Source: an optimization exercise on an open RTL-to-GDS flow (aim: a short achievable clock period and few clock cycles). Production flows keep margins and buffers that such runs may drop.
For this run, only the layout was checked, not whether the RTL still works.
Power is estimated from default activity; no workload was simulated.

==> flow/design.v <==
`default_nettype none
package mips_pkg;
    localparam int XLEN = 32;
    localparam int RLEN = 5;
    typedef logic [XLEN-1:0] word_t;
    typedef logic [RLEN-1:0] reg_addr_t;
    localparam logic [5:0] OP_SPECIAL = 6'h00;
    localparam logic [5:0] OP_J       = 6'h02;
    localparam logic [5:0] OP_JAL     = 6'h03;
    localparam logic [5:0] OP_BEQ     = 6'h04;
    localparam logic [5:0] OP_BNE     = 6'h05;
    localparam logic [5:0] OP_ADDIU   = 6'h09;
    localparam logic [5:0] OP_ORI     = 6'h0d;
    localparam logic [5:0] OP_LUI     = 6'h0f;
    localparam logic [5:0] OP_LW      = 6'h23;
    localparam logic [5:0] OP_SW      = 6'h2b;
    localparam logic [5:0] FN_JR   = 6'h08;
    localparam logic [5:0] FN_ADDU = 6'h21;
    localparam logic [5:0] FN_SUBU = 6'h23;
    localparam logic [5:0] FN_AND  = 6'h24;
    localparam logic [5:0] FN_OR   = 6'h25;
    localparam logic [5:0] FN_SLT  = 6'h2a;
endpackage
`default_nettype wire
`timescale 1ns/1ps
`default_nettype none
module mips_alu (
    input  mips_pkg::word_t a,
    input  mips_pkg::word_t b,
    input  logic            op_add,
    input  logic            op_sub,
    input  logic            op_and,
    input  logic            op_or,
    input  logic            op_slt,
    output mips_pkg::word_t sum,
    output mips_pkg::word_t y
);
    mips_pkg::word_t diff;
    logic            lt;
    assign sum  = a + b;
    assign diff = a - b;
    assign lt   = (a[31] ^ b[31]) ? a[31] : diff[31];
    assign y = ({32{op_add}} & sum)
             | ({32{op_sub}} & diff)
             | ({32{op_and}} & (a & b))
             | ({32{op_or}}  & (a | b))
             | {31'd0, op_slt & lt};
endmodule
`default_nettype wire
`timescale 1ns/1ps
`default_nettype none
module mips_decoder (
    input  mips_pkg::word_t     instr,
    output logic                uses_a,    
    output logic                uses_t,    
    output logic                uses_s,    
    output logic                a_zero,    
    output logic                b_imm,     
    output logic                we,        
    output mips_pkg::reg_addr_t dest,
    output logic                is_load,
    output logic                is_store,
    output logic                is_beq,
    output logic                is_bne,
    output logic                is_jr,
    output logic                is_j,      
    output logic                is_jal,
    output logic                is_lui,
    output logic                is_ori,
    output logic                op_add,
    output logic                op_sub,
    output logic                op_and,
    output logic                op_or,
    output logic                op_slt
);
    logic [5:0] op;
    logic [5:0] fn;
    logic       r_type;
    logic       r_add, r_sub, r_and, r_or, r_slt, r_alu;
    logic       addiu, ori, lui, lw, sw, beq, bne, j, jal, jr;
    logic       we_any;
    assign op     = instr[31:26];
    assign fn     = instr[5:0];
    assign r_type = (op == mips_pkg::OP_SPECIAL);
    assign r_add  = r_type && (fn == mips_pkg::FN_ADDU);
    assign r_sub  = r_type && (fn == mips_pkg::FN_SUBU);
    assign r_and  = r_type && (fn == mips_pkg::FN_AND);
    assign r_or   = r_type && (fn == mips_pkg::FN_OR);
    assign r_slt  = r_type && (fn == mips_pkg::FN_SLT);
    assign jr     = r_type && (fn == mips_pkg::FN_JR);
    assign r_alu  = r_add | r_sub | r_and | r_or | r_slt;
    assign addiu  = (op == mips_pkg::OP_ADDIU);
    assign ori    = (op == mips_pkg::OP_ORI);
    assign lui    = (op == mips_pkg::OP_LUI);
    assign lw     = (op == mips_pkg::OP_LW);
    assign sw     = (op == mips_pkg::OP_SW);
    assign beq    = (op == mips_pkg::OP_BEQ);
    assign bne    = (op == mips_pkg::OP_BNE);
    assign j      = (op == mips_pkg::OP_J);
    assign jal    = (op == mips_pkg::OP_JAL);
    assign uses_a   = r_alu | jr | addiu | ori | lw | sw | beq | bne;
    assign uses_t   = r_alu | beq | bne;
    assign uses_s   = sw;
    assign a_zero   = lui | jal;
    assign b_imm    = addiu | ori | lui | lw | sw | jal;
    assign is_load  = lw;
    assign is_store = sw;
    assign is_beq   = beq;
    assign is_bne   = bne;
    assign is_jr    = jr;
    assign is_j     = j | jal;
    assign is_jal   = jal;
    assign is_lui   = lui;
    assign is_ori   = ori;
    assign op_sub   = r_sub;
    assign op_and   = r_and;
    assign op_or    = r_or | ori;
    assign op_slt   = r_slt;
    assign op_add   = r_add | addiu | lui | lw | sw | jal;
    assign dest   = r_type ? instr[15:11] : jal ? 5'd31 : instr[20:16];
    assign we_any = r_alu | addiu | ori | lui | lw | jal;
    assign we     = we_any && (dest != 5'd0);
endmodule
`default_nettype wire
`timescale 1ns/1ps
`default_nettype none
module mips_regfile (
    input  logic                clk,
    input  logic                arst_n,
    input  mips_pkg::reg_addr_t ra1,
    input  mips_pkg::reg_addr_t ra2,
    input  logic                we,
    input  mips_pkg::reg_addr_t wa,
    input  mips_pkg::word_t     wd,
    output mips_pkg::word_t     rd1,
    output mips_pkg::word_t     rd2
);
    mips_pkg::word_t regs [1:31];
    always_ff @(posedge clk or negedge arst_n) begin
        if (!arst_n) begin
            for (int i = 1; i < 32; i++) begin
                regs[i] <= '0;
            end
        end else if (we) begin
            for (int i = 1; i < 32; i++) begin
                if (wa == i[4:0]) regs[i] <= wd;
            end
        end
    end
    always_comb begin
        rd1 = '0;
        rd2 = '0;
        for (int i = 1; i < 32; i++) begin
            if (ra1 == i[4:0]) rd1 = regs[i];
            if (ra2 == i[4:0]) rd2 = regs[i];
        end
    end
endmodule
`default_nettype wire
`timescale 1ns/1ps
`default_nettype none
module mips_hazard_unit (
    input  mips_pkg::reg_addr_t f_rs,
    input  mips_pkg::reg_addr_t f_rt,
    input  logic                f_uses_a,
    input  logic                f_uses_t,
    input  logic                f_uses_s,
    input  logic                f_a_zero,
    input  logic                f_b_imm,
    input  mips_pkg::reg_addr_t x_dest,
    input  logic                x_we,
    input  logic                x_load,
    input  mips_pkg::reg_addr_t m_dest,
    input  logic                m_we,
    output logic                stall,
    output logic [2:0]          sel_a,    
    output logic [2:0]          sel_t,    
    output logic [3:0]          sel_b,    
    output logic                sel_s_ld  
);
    logic a_x, a_m, t_x, t_m;
    assign a_x = x_we && (x_dest == f_rs);
    assign a_m = m_we && (m_dest == f_rs);
    assign t_x = x_we && (x_dest == f_rt);
    assign t_m = m_we && (m_dest == f_rt);
    assign stall = x_load && ((f_uses_a && a_x) || (f_uses_t && t_x));
    assign sel_a    = f_a_zero ? 3'b000 : {~a_x & ~a_m, ~a_x & a_m, a_x};
    assign sel_t    = {~t_x & ~t_m, ~t_x & t_m, t_x};
    assign sel_b    = f_b_imm ? 4'b1000 : {1'b0, ~t_x & ~t_m, ~t_x & t_m, t_x};
    assign sel_s_ld = f_uses_s && t_x && x_load;
endmodule
`default_nettype wire
`timescale 1ns/1ps
`default_nettype none
module mips_core #(
    parameter mips_pkg::word_t RESET_PC = 32'h0000_3000
) (
    input  logic       clk,
    input  logic       arst_n,
    output mips_pkg::word_t      i_inst_addr,
    input  mips_pkg::word_t      i_inst_rdata,
    output mips_pkg::word_t      m_data_addr,
    input  mips_pkg::word_t      m_data_rdata,
    output mips_pkg::word_t      m_data_wdata,
    output logic [3:0] m_data_byteen,
    output logic       w_grf_we,
    output mips_pkg::reg_addr_t  w_grf_addr,
    output mips_pkg::word_t      w_grf_wdata,
    output mips_pkg::word_t      w_inst_addr
);
    mips_pkg::word_t     f_pc;
    mips_pkg::word_t     f_pc4;
    mips_pkg::word_t     f_pc8;
    mips_pkg::word_t     f_instr;
    mips_pkg::word_t     f_rf1;
    mips_pkg::word_t     f_rf2;
    mips_pkg::word_t     f_imm;
    logic                f_uses_a, f_uses_t, f_uses_s, f_a_zero, f_b_imm, f_we;
    mips_pkg::reg_addr_t f_dest;
    logic                f_load, f_store, f_beq, f_bne, f_jr, f_j, f_jal, f_lui, f_ori;
    logic                f_add, f_sub, f_and, f_or, f_slt;
    logic                f_stall;
    logic [2:0]          f_sel_a, f_sel_t;
    logic [3:0]          f_sel_b;
    logic                f_sel_s_ld;
    mips_pkg::word_t     f_npc;
    mips_pkg::word_t     x_pc;
    mips_pkg::word_t     x_pc4;
    mips_pkg::word_t     x_rf1;
    mips_pkg::word_t     x_rf2;
    mips_pkg::word_t     x_imm;
    mips_pkg::word_t     x_jt;
    logic [2:0]          x_sel_a, x_sel_t;
    logic [3:0]          x_sel_b;
    logic                x_sel_s_ld;
    logic                x_we;
    mips_pkg::reg_addr_t x_dest;
    logic                x_load, x_store, x_beq, x_bne, x_jr, x_j;
    logic                x_add, x_sub, x_and, x_or, x_slt;
    mips_pkg::word_t     x_a, x_t, x_b;
    mips_pkg::word_t     x_sum, x_y;
    mips_pkg::word_t     x_btgt;
    logic                x_eq, x_redirect;
    mips_pkg::word_t     x_tgt;
    mips_pkg::word_t     m_pc;
    mips_pkg::word_t     m_res;
    mips_pkg::word_t     m_addr;
    mips_pkg::word_t     m_wdata;
    logic                m_we;
    mips_pkg::reg_addr_t m_dest;
    logic                m_load;
    logic                m_store;
    mips_pkg::word_t     m_wd;
    mips_pkg::word_t     w_pc;
    mips_pkg::word_t     w_res;
    logic                w_we;
    mips_pkg::reg_addr_t w_dest;
    assign i_inst_addr = f_pc;
    assign f_instr     = i_inst_rdata;
    assign f_pc4       = f_pc + 32'd4;
    assign f_pc8       = f_pc + 32'd8;
    mips_decoder u_decoder (
        .instr    (f_instr),
        .uses_a   (f_uses_a),
        .uses_t   (f_uses_t),
        .uses_s   (f_uses_s),
        .a_zero   (f_a_zero),
        .b_imm    (f_b_imm),
        .we       (f_we),
        .dest     (f_dest),
        .is_load  (f_load),
        .is_store (f_store),
        .is_beq   (f_beq),
        .is_bne   (f_bne),
        .is_jr    (f_jr),
        .is_j     (f_j),
        .is_jal   (f_jal),
        .is_lui   (f_lui),
        .is_ori   (f_ori),
        .op_add   (f_add),
        .op_sub   (f_sub),
        .op_and   (f_and),
        .op_or    (f_or),
        .op_slt   (f_slt)
    );
    mips_regfile u_regfile (
        .clk    (clk),
        .arst_n (arst_n),
        .ra1    (f_instr[25:21]),
        .ra2    (f_instr[20:16]),
        .we     (m_we),
        .wa     (m_dest),
        .wd     (m_wd),
        .rd1    (f_rf1),
        .rd2    (f_rf2)
    );
    mips_hazard_unit u_hazard (
        .f_rs     (f_instr[25:21]),
        .f_rt     (f_instr[20:16]),
        .f_uses_a (f_uses_a),
        .f_uses_t (f_uses_t),
        .f_uses_s (f_uses_s),
        .f_a_zero (f_a_zero),
        .f_b_imm  (f_b_imm),
        .x_dest   (x_dest),
        .x_we     (x_we),
        .x_load   (x_load),
        .m_dest   (m_dest),
        .m_we     (m_we),
        .stall    (f_stall),
        .sel_a    (f_sel_a),
        .sel_t    (f_sel_t),
        .sel_b    (f_sel_b),
        .sel_s_ld (f_sel_s_ld)
    );
    always_comb begin
        if (f_jal)      f_imm = f_pc8;
        else if (f_lui) f_imm = {f_instr[15:0], 16'h0000};
        else if (f_ori) f_imm = {16'h0000, f_instr[15:0]};
        else            f_imm = {{16{f_instr[15]}}, f_instr[15:0]};
    end
    always_ff @(posedge clk or negedge arst_n) begin
        if (!arst_n) begin
            x_we    <= 1'b0;
            x_dest  <= '0;
            x_load  <= 1'b0;
            x_store <= 1'b0;
            x_beq   <= 1'b0;
            x_bne   <= 1'b0;
            x_jr    <= 1'b0;
            x_j     <= 1'b0;
        end else begin
            x_we    <= f_we    & ~f_stall;
            x_dest  <= f_dest;
            x_load  <= f_load  & ~f_stall;
            x_store <= f_store & ~f_stall;
            x_beq   <= f_beq   & ~f_stall;
            x_bne   <= f_bne   & ~f_stall;
            x_jr    <= f_jr    & ~f_stall;
            x_j     <= f_j     & ~f_stall;
        end
    end
    always_ff @(posedge clk) begin
        x_pc       <= f_pc;
        x_pc4      <= f_pc4;
        x_rf1      <= f_rf1;
        x_rf2      <= f_rf2;
        x_imm      <= f_imm;
        x_jt       <= {f_pc4[31:28], f_instr[25:0], 2'b00};
        x_sel_a    <= f_sel_a;
        x_sel_t    <= f_sel_t;
        x_sel_b    <= f_sel_b;
        x_sel_s_ld <= f_sel_s_ld;
        x_add      <= f_add;
        x_sub      <= f_sub;
        x_and      <= f_and;
        x_or       <= f_or;
        x_slt      <= f_slt;
    end
    assign x_a = ({32{x_sel_a[0]}} & m_res)
               | ({32{x_sel_a[1]}} & w_res)
               | ({32{x_sel_a[2]}} & x_rf1);
    assign x_t = ({32{x_sel_t[0]}} & m_res)
               | ({32{x_sel_t[1]}} & w_res)
               | ({32{x_sel_t[2]}} & x_rf2);
    assign x_b = ({32{x_sel_b[0]}} & m_res)
               | ({32{x_sel_b[1]}} & w_res)
               | ({32{x_sel_b[2]}} & x_rf2)
               | ({32{x_sel_b[3]}} & x_imm);
    mips_alu u_alu (
        .a      (x_a),
        .b      (x_b),
        .op_add (x_add),
        .op_sub (x_sub),
        .op_and (x_and),
        .op_or  (x_or),
        .op_slt (x_slt),
        .sum    (x_sum),
        .y      (x_y)
    );
    assign x_eq       = (x_a == x_t);
    assign x_btgt     = x_pc4 + {x_imm[29:0], 2'b00};
    assign x_redirect = x_j | x_jr | (x_beq & x_eq) | (x_bne & ~x_eq);
    assign x_tgt      = x_jr ? x_a : x_j ? x_jt : x_btgt;
    assign f_npc = x_redirect ? x_tgt : f_stall ? f_pc : f_pc4;
    always_ff @(posedge clk or negedge arst_n) begin
        if (!arst_n) begin
            f_pc <= RESET_PC;
        end else begin
            f_pc <= f_npc;
        end
    end
    always_ff @(posedge clk or negedge arst_n) begin
        if (!arst_n) begin
            m_we    <= 1'b0;
            m_dest  <= '0;
            m_load  <= 1'b0;
            m_store <= 1'b0;
        end else begin
            m_we    <= x_we;
            m_dest  <= x_dest;
            m_load  <= x_load;
            m_store <= x_store;
        end
    end
    always_ff @(posedge clk) begin
        m_pc    <= x_pc;
        m_res   <= x_y;
        m_addr  <= x_sum;
        m_wdata <= x_sel_s_ld ? m_data_rdata : x_t;
    end
    assign m_data_addr   = m_addr;
    assign m_data_wdata  = m_wdata;
    assign m_data_byteen = {4{m_store}};
    assign m_wd = m_load ? m_data_rdata : m_res;
    always_ff @(posedge clk or negedge arst_n) begin
        if (!arst_n) begin
            w_we   <= 1'b0;
            w_dest <= '0;
        end else begin
            w_we   <= m_we;
            w_dest <= m_dest;
        end
    end
    always_ff @(posedge clk) begin
        w_pc  <= m_pc;
        w_res <= m_wd;
    end
    assign w_grf_we    = w_we;
    assign w_grf_addr  = w_dest;
    assign w_grf_wdata = w_res;
    assign w_inst_addr = w_pc;
endmodule
`default_nettype wire
==> flow/run.sh <==
#!/bin/bash
# synth_recipe.tcl (not shown) runs the flow's synth.tcl, then flattens the netlist and writes it again
# the make line also repeats each setting of config.mk as NAME=value (left out here)
make -C /OpenROAD-flow-scripts/flow DESIGN_CONFIG=/design/flow/config.mk WORK_HOME=/design/flow/orfs CLKGATE_MAP_FILE= SYNTH_SCRIPT=/design/flow/synth_recipe.tcl finish
==> flow/config.mk <==
export PLATFORM = sky130hd
export DESIGN_NAME = mips_core
export DESIGN_NICKNAME = mips_core
export VERILOG_FILES = /design/flow/design.v
export SDC_FILE = /design/flow/constraint.sdc
export NUM_CORES = 8
export LEC_CHECK = 0
export CAP_MARGIN = 20
export CORE_MARGIN = 2
export CORE_UTILIZATION = 25
export PLACE_DENSITY = 0.45
export SETUP_SLACK_MARGIN = 5
export SLEW_MARGIN = 20
==> flow/constraint.sdc <==
create_clock -name core_clock -period 8.0 [get_ports {clk}]
set_input_delay 1.6000 -clock core_clock [delete_from_list [all_inputs] [get_ports {clk}]]
set_output_delay 1.6000 -clock core_clock [all_outputs]
set_load 0.01 [all_outputs]
==> flow_summary.json <==
{
  "status": "no timing/DRC/antenna violations",
  "drive_gt1_share_pct": 25.9,
  "ios": 236,
  "gp_congestion": 0.929,
  "hold_slack_ns": 0.325,
  "num_vias": 68900,
  "synth_nets": 8104,
  "grt_max_degree": 150,
  "period_needed_ns": 4.56,
  "drtPass1Iterations": 9,
  "design_area_um2": 94400,
  "drv_cap": 0,
  "worst_slack_ns": 3.44,
  "drt_wl_total_um": 362000,
  "finalHoldViolCount": 0,
  "grt_pass1_wl_um": 508000,
  "cts_num_sinks": 1442,
  "critical_path_class": "flip-flop to flip-flop",
  "clock.fmax_mhz": 219,
  "rows": 194,
  "ir_worst_vdd_v": 0.000253,
  "critPathMaxFanout": 8,
  "fp.dieW_um": 533,
  "cp-end-kind": "flip-flop",
  "pre_cts_ws_ns": 2.08,
  "synth-warning-count": 3,
  "hpwl_um": 235000,
  "die_h_um": 533,
  "ys.flop_type": "dfrtp_1",
  "synth_area_um2": 70100,
  "synthArstFlopShare_pct": 72.8,
  "drt-initial-drc-count": 9025,
  "startpoint": "x_sel_a[0]$_SDFF_PP0_",
  "clockRootBuffer": "clkbuf_16",
  "synth_edf_count": 0,
  "numCtsBuffers": 167,
  "io_buffers": 235,
  "cpPeakStageDelay_ns": 0.48,
  "antenna_found_initial": 11,
  "syn_to_final_growth_pct": 34.8,
  "yosysSeqAreaShare_pct": 48.7,
  "path_common_cell": "buf_4",
  "avgSynthCellArea_um2": 8.86,
  "totalNegativeSetupSlack_ns": 0,
  "synth_cells": 7908,
  "final_cell_mix": "dfrtp_1 (1018), nor2_1 (920), nand2_1 (809)",
  "h-tree-depth": 4,
  "clock_skew_ns": 0.0361,
  "hold_path_depth": 0,
  "coreArea_um2": 279000,
  "required_ns": 8.78,
  "hp-start": "x_pc[25]$_DFF_P_",
  "rsz0062_at_grt": "true",
  "start_util_pct": 25.1,
  "worstPathArrival_ns": 5.34,
  "yosysUniqueCellTypes": 89,
  "grt_util_all_layers_pct": 24.4,
  "grt_pass1_vias": 64900,
  "place_inst": 11400,
  "avgViaCountPerCell": 5.59,
  "final_util_pct": 33.8,
  "clock_latency_ns": 0.85,
  "grt_overflow": 0,
  "clkSlewWorstSetupHoldPaths_ns": 0.06,
  "worstReg2RegStart": "x_sel_a[0]$_SDFF_PP0_",
  "multi_input_area_um2": 38500,
  "hold_class": "flip-flop to flip-flop",
  "leakage_nw": 36.9,
  "synth-seq-cells": 1442,
  "p_per_area_nw_per_um2": 266,
  "placed_cell_area_um2": 77500,
  "crit_chain": "buf_6 > a222oi_1 > buf_4 > clkinvlp_4 > buf_4 > ha_4 > a21oi_1 > a21oi_2 > a211oi_2 > buf_4 > o41ai_4 > o211ai_1 > a31oi_2 > a221oi_4 > a211o_1 > a221oi_4 > fa_1 > inv_1 > a221o_1",
  "relSlewSlack_pct": 33.7,
  "regToRegSetupSlack_ns": 3.44,
  "regToRegEndpoint": "m_res[31]$_DFF_P_",
  "reg2regPathDepth": 19,
  "max_slew.worst_pin.slew_ns": 0.993,
  "drc_errors": 0,
  "cts.hold.buffers_added": 0,
  "setup_viol": 0,
  "critPathTopFamily": "compound AO/OA/AOI/OAI gates",
  "startpoint_type": "flip-flop",
  "stdcell_count": 12300,
  "antenna_left": 0,
  "fin_crit_sh_pct": 57.0,
  "final_nets": 8662,
  "seqCellArea_um2": 34300,
  "fillers": 28400,
  "slew_viol_final": 0,
  "wl_per_cell_um": 29.3,
  "cp_slowest_cell": "fa_1",
  "power_mw": 25.1,
  "die_area_um2": 284000,
  "path_buf_inv": 6,
  "holdPathEnd": "m_pc[25]$_DFF_P_",
  "cts_tree": "yes",
  "final_common_cell": "dfrtp_1",
  "clockBufferDepth": 3
}
[timing repair]
item	4_1_cts	5_1_grt
endpoints found under the setup margin	375	295
pin swaps	291	285
gates resized for setup	1688	305
setup buffers	452	129
hold endpoints to repair	0	0
cloned	37	2
[area by class of cell]
class	instances	share of cell area, %
Antenna cell	7	0.0185
Clock buffer	251	5.25
Clock inverter	62	0.710
Inverter	163	0.668
Multi-Input combinational cell	5639	40.8
Sequential cell	1442	36.3
Tap cell	3724	4.93
Timing Repair Buffer	1053	11.3
[flip-flops by register name, indices dropped and copies added (netlist names), 27 cells and up]
| signal | count |
|---|---|
| f_pc | 32 |
| m_addr | 32 |
| m_pc | 32 |
| m_res | 32 |
| m_wdata | 32 |
| u_regfile.regs | 992 |
| w_pc | 32 |
| w_res | 32 |
| x_imm | 32 |
| x_jt | 27 |
| x_pc | 30 |
| x_pc4 | 31 |
| x_rf1 | 32 |
| x_rf2 | 32 |
[cells by family after synthesis]
logic type	synth area share, %
AO/OA/AOI/OAI	24.9
XOR/XNOR	2.51
adder cells (fa/ha/maj)	2.36
buffers and inverters	4.62
flip-flops	48.7
multiplexers	2.95
AND/OR/NAND/NOR	14.0
[synth_stat cells (34+ instances only)]
cell type / count / area share [%]
a211oi_1: 71 / 0.76
a21oi_1: 874 / 6.2
a221oi_1: 100 / 1.3
a222oi_1: 94 / 1.3
a22o_1: 34 / 0.43
a22oi_1: 318 / 3.4
a31oi_1: 63 / 0.56
clkbuf_1: 610 / 3.3
dfrtp_1: 1048 / 37
dfxtp_1: 392 / 11
ha_1: 126 / 2.3
inv_1: 157 / 0.84
mux2_2: 58 / 0.93
mux2i_1: 112 / 1.6
nand2_1: 871 / 4.7
nand3_1: 95 / 0.68
nand4_1: 44 / 0.39
nor2_1: 1012 / 5.4
nor3_1: 84 / 0.60
nor4_1: 39 / 0.35
o211ai_1: 53 / 0.57
o21ai_0: 648 / 4.6
o221ai_1: 49 / 0.61
o22ai_1: 229 / 2.0
xnor2_1: 126 / 1.6
xor2_1: 75 / 0.94
[report_power, final]
| group | switching (mW) | leakage (nW) | total, mW | internal, mW |
|---|---|---|---|---|
| Combinational | 4.37 | 21.0 | 7.51 | 3.13 |
| Clock | 3.41 | 2.76 | 7.94 | 4.54 |
| Sequential | 1.16 | 13.2 | 9.66 | 8.50 |
[how the worst max path moves through the flow]
stage | endpoint | slack, ns | depth (start not counted)
global placement | x_rf2[2]$_DFF_P_ | 1.67 | 11
CTS | m_res[31]$_DFF_P_ | 3.47 | 18
global route | m_res[31]$_DFF_P_ | 3.32 | 16
floorplan | m_res[28]$_DFF_P_ | 3.70 | 15
detailed placement | x_rf1[6]$_DFF_P_ | 2.08 | 10
finish | m_res[31]$_DFF_P_ | 3.44 | 19
[metal layers]
layer	vias up	track usage, %	wire (µm)
met2	3979	37.3	157000
met1	34500	33.2	153000
li1	29700	-	-
met4	0	11.5	20700
met3	828	4.50	30700
met5	-	0	0

[re-timing with driven ports]
How much do the figures lean on ideal ports? The routed layout below was timed once more, with nothing changed but the port constraints. Step 1, drivers: a clkbuf_16 drives clk and a buf_2 each remaining input, both assumed. Step 2 also shifts input and output timing later by t, the mid clock arrival at the registers, as if the neighbouring blocks saw the same clock. Three values: ideal ports, drivers, drivers and shift; two values: the first two.
t, ns: 0.925
setup WS [ns]: 3.443 / 3.443 / 3.191
worst register clock-pin slew, ns: 0.07 / 0.07
After both steps this run still meets setup and hold. The setup slack of this run moves by 0.000 ns with the drivers and by -0.252 ns with both steps.
